What follows belongs to an exercise in optimizing a design on an open flow for small area; a production flow would make more cautious choices. The RTL was checked by simulation tests, not by an equivalence proof against the original design. No activity file was given, so power comes from the tool's default toggle rates. The clock port is modelled as an ideal driver; clocking choices that lean on that would not hold on a real chip.

amber:
## inst_buffer_top
module inst_buffer_top (
    input  logic         clock,
    input  logic         reset,
    input  logic         flush_i,
    input  logic [259:0] if_packet_i,
    input  logic [1:0]   if_valid_num_i,
    input  logic [1:0]   id_ready_num_i,
    output logic [3:0]   buffer_free_o,
    output logic [259:0] id_packet_o,
    output logic [1:0]   id_valid_num_o
);
    inst_buffer #(.WAY(2), .DEPTH(8)) u_buf (
        .clock          (clock),
        .reset          (reset),
        .flush_i        (flush_i),
        .if_packet_i    (if_packet_i),
        .if_valid_num_i (if_valid_num_i),
        .buffer_free_o  (buffer_free_o),
        .id_ready_num_i (id_ready_num_i),
        .id_packet_o    (id_packet_o),
        .id_valid_num_o (id_valid_num_o)
    );
endmodule
clock: 6.0 ns
lec_check: 0
cap_margin: 20
core_margin: 2
core_utilization: 80
slew_margin: 20
standard.sh (not shown) runs the stock make flow with config.mk's settings and CLKGATE_MAP_FILE= SYNTH_SCRIPT=/design/flow/synth_recipe.tcl, a recipe that flattens the netlist after the stock synthesis.
==> flow/flow/run.sh <==
#!/bin/bash
# Standard layout (the standard.sh), with two changes:
#  - the port buffers are made from the smallest buffer cell, buf_1;
#  - clock tree synthesis clusters up to 25 sinks per leaf buffer and
#    inserts no dummy loads.
export BUFFER_PORTS_ARGS="-buffer_cell sky130_fd_sc_hd__buf_1"
export CTS_ARGS="-sink_clustering_enable -repair_clock_nets -dont_use_dummy_load -sink_clustering_size 25 -sink_clustering_max_diameter 100"
bash standard.sh > standard.log 2>&1
--- input diff amber..zinc ---
diff --git a/flow/config.mk b/flow/config.mk
--- a/flow/config.mk
+++ b/flow/config.mk
@@ -9,3 +9,3 @@
 export CORE_MARGIN = 2
-export CORE_UTILIZATION = 80
+export CORE_UTILIZATION = 70
 export SLEW_MARGIN = 20
--- outcome ---
- zinc: PASS, flow complete, no timing, DRC or antenna violations
- In zinc, the utilization after layout came out 10 points below the value in amber.
- Share of total power in the clock network delta (amber -> zinc): insignificant
- zinc vs amber: number of vias per cell down by a few percent
- Taking amber as 1.0, zinc lands at 1.14 on die outline area.

The RTL this note starts from:
==> flow/design.v <==
module inst_buffer #(
    parameter int WAY   = 2,
    parameter int DEPTH = 8,
    parameter int PTR_W = $clog2(DEPTH),
    parameter int NW    = $clog2(WAY + 1),
    parameter int PKT_W = 130
) (
    input  logic                 clock,
    input  logic                 reset,
    input  logic                 flush_i,
    input  logic [WAY*PKT_W-1:0] if_packet_i,
    input  logic [NW-1:0]        if_valid_num_i,
    output logic [PTR_W:0]       buffer_free_o,
    input  logic [NW-1:0]        id_ready_num_i,
    output logic [WAY*PKT_W-1:0] id_packet_o,
    output logic [NW-1:0]        id_valid_num_o
);
    localparam int DW = PKT_W - 1;
    logic [7:0] head_q;    
    logic [2:0] tail_q;    
    logic [3:0] cnt_q;
    logic [1:0] vo, dq, enq;
    always_comb begin
        if (flush_i)            vo = 2'd0;
        else if (cnt_q >= 4'd2) vo = 2'd2;
        else                    vo = cnt_q[1:0];
        dq = (id_ready_num_i < vo) ? id_ready_num_i : vo;
        if (flush_i)            enq = 2'd0;
        else if (cnt_q <= 4'd6) enq = if_valid_num_i;
        else if (cnt_q == 4'd7) enq = (if_valid_num_i != 2'd0) ? 2'd1 : 2'd0;
        else                    enq = 2'd0;
    end
    function automatic logic [7:0] rot(input logic [7:0] v, input logic [1:0] n);
        case (n)
            2'd1:    rot = {v[6:0], v[7]};
            2'd2:    rot = {v[5:0], v[7:6]};
            default: rot = v;
        endcase
    endfunction
    always_ff @(posedge clock or posedge reset) begin
        if (reset) begin
            head_q <= 8'd1;
            tail_q <= 3'd0;
            cnt_q  <= '0;
        end else if (flush_i) begin
            head_q <= 8'd1;
            tail_q <= 3'd0;
            cnt_q  <= '0;
        end else begin
            head_q <= rot(head_q, dq);
            tail_q <= tail_q + 3'(enq);
            cnt_q  <= cnt_q + 4'(enq) - 4'(dq);
        end
    end
    assign id_valid_num_o = vo;
    assign buffer_free_o  = 4'd8 - cnt_q;
    logic [DW-1:0] in0, in1;
    assign in0 = if_packet_i[0 +: DW];
    assign in1 = if_packet_i[PKT_W +: DW];
    logic [DW-1:0] bank0 [4];
    logic [DW-1:0] bank1 [4];
    logic [DW-1:0] wd0, wd1;
    logic          t_odd, h_odd;
    assign t_odd = tail_q[0];
    assign h_odd = head_q[1] | head_q[3] | head_q[5] | head_q[7];
    assign wd0 = ~(t_odd ? in1 : in0);
    assign wd1 = ~(t_odd ? in0 : in1);
    logic [7:0] we, t_oh;
    always_comb
        for (int e = 0; e < 8; e++) t_oh[e] = (tail_q == 3'(e));
    assign we = ((enq != 2'd0) ? t_oh : 8'd0)
              | ((enq == 2'd2) ? {t_oh[6:0], t_oh[7]} : 8'd0);
    always_ff @(posedge clock) begin
        for (int r = 0; r < 4; r++) begin
            if (we[2*r])   bank0[r] <= wd0;
            if (we[2*r+1]) bank1[r] <= wd1;
        end
    end
    logic [3:0] s0, s1;
    always_comb begin
        for (int r = 0; r < 4; r++) begin
            s0[r] = head_q[2*r] | head_q[(2*r+7)%8];
            s1[r] = head_q[2*r] | head_q[2*r+1];
        end
    end
    logic [DW-1:0] x0, x1;
    always_comb begin
        x0 = '0;
        x1 = '0;
        for (int r = 0; r < 4; r++) begin
            x0 = x0 | (bank0[r] & {DW{s0[r]}});
            x1 = x1 | (bank1[r] & {DW{s1[r]}});
        end
    end
    assign id_packet_o[0 +: DW]     = ~(h_odd ? x1 : x0);
    assign id_packet_o[PKT_W +: DW] = ~(h_odd ? x0 : x1);
    assign id_packet_o[DW]          = (vo != 2'd0);
    assign id_packet_o[PKT_W + DW]  = (vo == 2'd2);
endmodule
module inst_buffer_top (
    input  logic         clock,
    input  logic         reset,
    input  logic         flush_i,
    input  logic [259:0] if_packet_i,
    input  logic [1:0]   if_valid_num_i,
    input  logic [1:0]   id_ready_num_i,
    output logic [3:0]   buffer_free_o,
    output logic [259:0] id_packet_o,
    output logic [1:0]   id_valid_num_o
);
    inst_buffer #(.WAY(2), .DEPTH(8)) u_buf (
        .clock          (clock),
        .reset          (reset),
        .flush_i        (flush_i),
        .if_packet_i    (if_packet_i),
        .if_valid_num_i (if_valid_num_i),
        .buffer_free_o  (buffer_free_o),
        .id_ready_num_i (id_ready_num_i),
        .id_packet_o    (id_packet_o),
        .id_valid_num_o (id_valid_num_o)
    );
endmodule
==> flow/config.mk <==
export PLATFORM = sky130hd
export DESIGN_NAME = inst_buffer_top
export DESIGN_NICKNAME = inst_buffer_top
export VERILOG_FILES = /design/flow/design.v
export SDC_FILE = /design/flow/constraint.sdc
export NUM_CORES = 4
export LEC_CHECK = 0
export CAP_MARGIN = 20
export CORE_MARGIN = 2
export CORE_UTILIZATION = 70
export SLEW_MARGIN = 20
==> flow/constraint.sdc <==
create_clock -name core_clock -period 6.0 [get_ports {clock}]
set_input_delay 1.2000 -clock core_clock [delete_from_list [all_inputs] [get_ports {clock}]]
set_output_delay 1.2000 -clock core_clock [all_outputs]
set_load 0.01 [all_outputs]
==> flow/flow/run.sh <==
#!/bin/bash
# Standard layout (the standard.sh), with two changes:
#  - the port buffers are made from the smallest buffer cell, buf_1;
#  - clock tree synthesis clusters up to 25 sinks per leaf buffer and
#    inserts no dummy loads.
export BUFFER_PORTS_ARGS="-buffer_cell sky130_fd_sc_hd__buf_1"
export CTS_ARGS="-sink_clustering_enable -repair_clock_nets -dont_use_dummy_load -sink_clustering_size 30 -sink_clustering_max_diameter 100"
bash standard.sh > standard.log 2>&1
The first run finished with timing, DRC and antenna clean.
Change:
--- a/flow/flow/run.sh
+++ b/flow/flow/run.sh
@@ -2 +2 @@
-# Standard layout (the standard.sh), with two changes:
+# Standard layout (the standard.sh), with these changes:
@@ -4 +4,4 @@
-#  - clock tree synthesis clusters up to 25 sinks per leaf buffer and
+#  - placement-time buffering (timing-driven global placement and
+#    repair_design) may not use the large buffers and inverters listed in
+#    small_buffers.tcl, so fanout trees are built from buf_2/buf_4;
+#  - clock tree synthesis clusters up to 30 sinks per leaf buffer and
@@ -5,0 +9 @@
+here=$(pwd)
@@ -6,0 +11,2 @@
+export PRE_GLOBAL_PLACE_TCL=$here/flow/small_buffers.tcl
+export PRE_RESIZE_TCL=$here/flow/small_buffers.tcl
==> flow/flow/small_buffers.tcl (new file) <==
set_dont_use {sky130_fd_sc_hd__buf_6 sky130_fd_sc_hd__buf_8 sky130_fd_sc_hd__buf_12 sky130_fd_sc_hd__buf_16 sky130_fd_sc_hd__bufbuf_8 sky130_fd_sc_hd__bufbuf_16 sky130_fd_sc_hd__clkbuf_8 sky130_fd_sc_hd__clkbuf_16 sky130_fd_sc_hd__bufinv_8 sky130_fd_sc_hd__bufinv_16 sky130_fd_sc_hd__inv_8 sky130_fd_sc_hd__inv_12 sky130_fd_sc_hd__inv_16 sky130_fd_sc_hd__clkinv_8 sky130_fd_sc_hd__clkinv_16 sky130_fd_sc_hd__clkdlybuf4s*}
Outcome: The new run completed without violations. Combinational power rose by about 0.5%. Total power stays flat. Cell area stays flat. Fmax goes down by 2.3%. Synthesized cell count is unchanged. Die area is unchanged.

==> afterwards: timing with drivers on the ports <==
How much do the figures lean on ideal ports? The routed layouts below were timed once more, with nothing changed but the port constraints.
Step 1, drivers: a clkbuf_16 drives clock and a buf_2 each remaining input, both assumed.
Step 2 moves the port delays by t, midway between the first and last clock arrival at a register: inputs arrive t later, outputs are due t later. That takes back most of the time a late clock gives input paths.
Three values: ideal ports, drivers, drivers and shift; two values: the first two.
run | t, ns | setup WS [ns] | latest minus earliest clock arrival (ns) | pins driven straight from the clock port
amber | 0.685 | 1.060 / 0.992 / 1.294 | 0.016 / 0.016 | 1
zinc | 0.680 | 1.356 / 1.291 / 1.408 | 0.044 / 0.044 | 1
the first run of note 2 | 0.675 | 1.354 / 1.288 / 1.399 | 0.034 / 0.034 | 1
the second run of note 2 | 0.675 | 1.244 / 1.173 / 1.366 | 0.026 / 0.025 | 1
After both steps setup and hold are still met in every run listed.
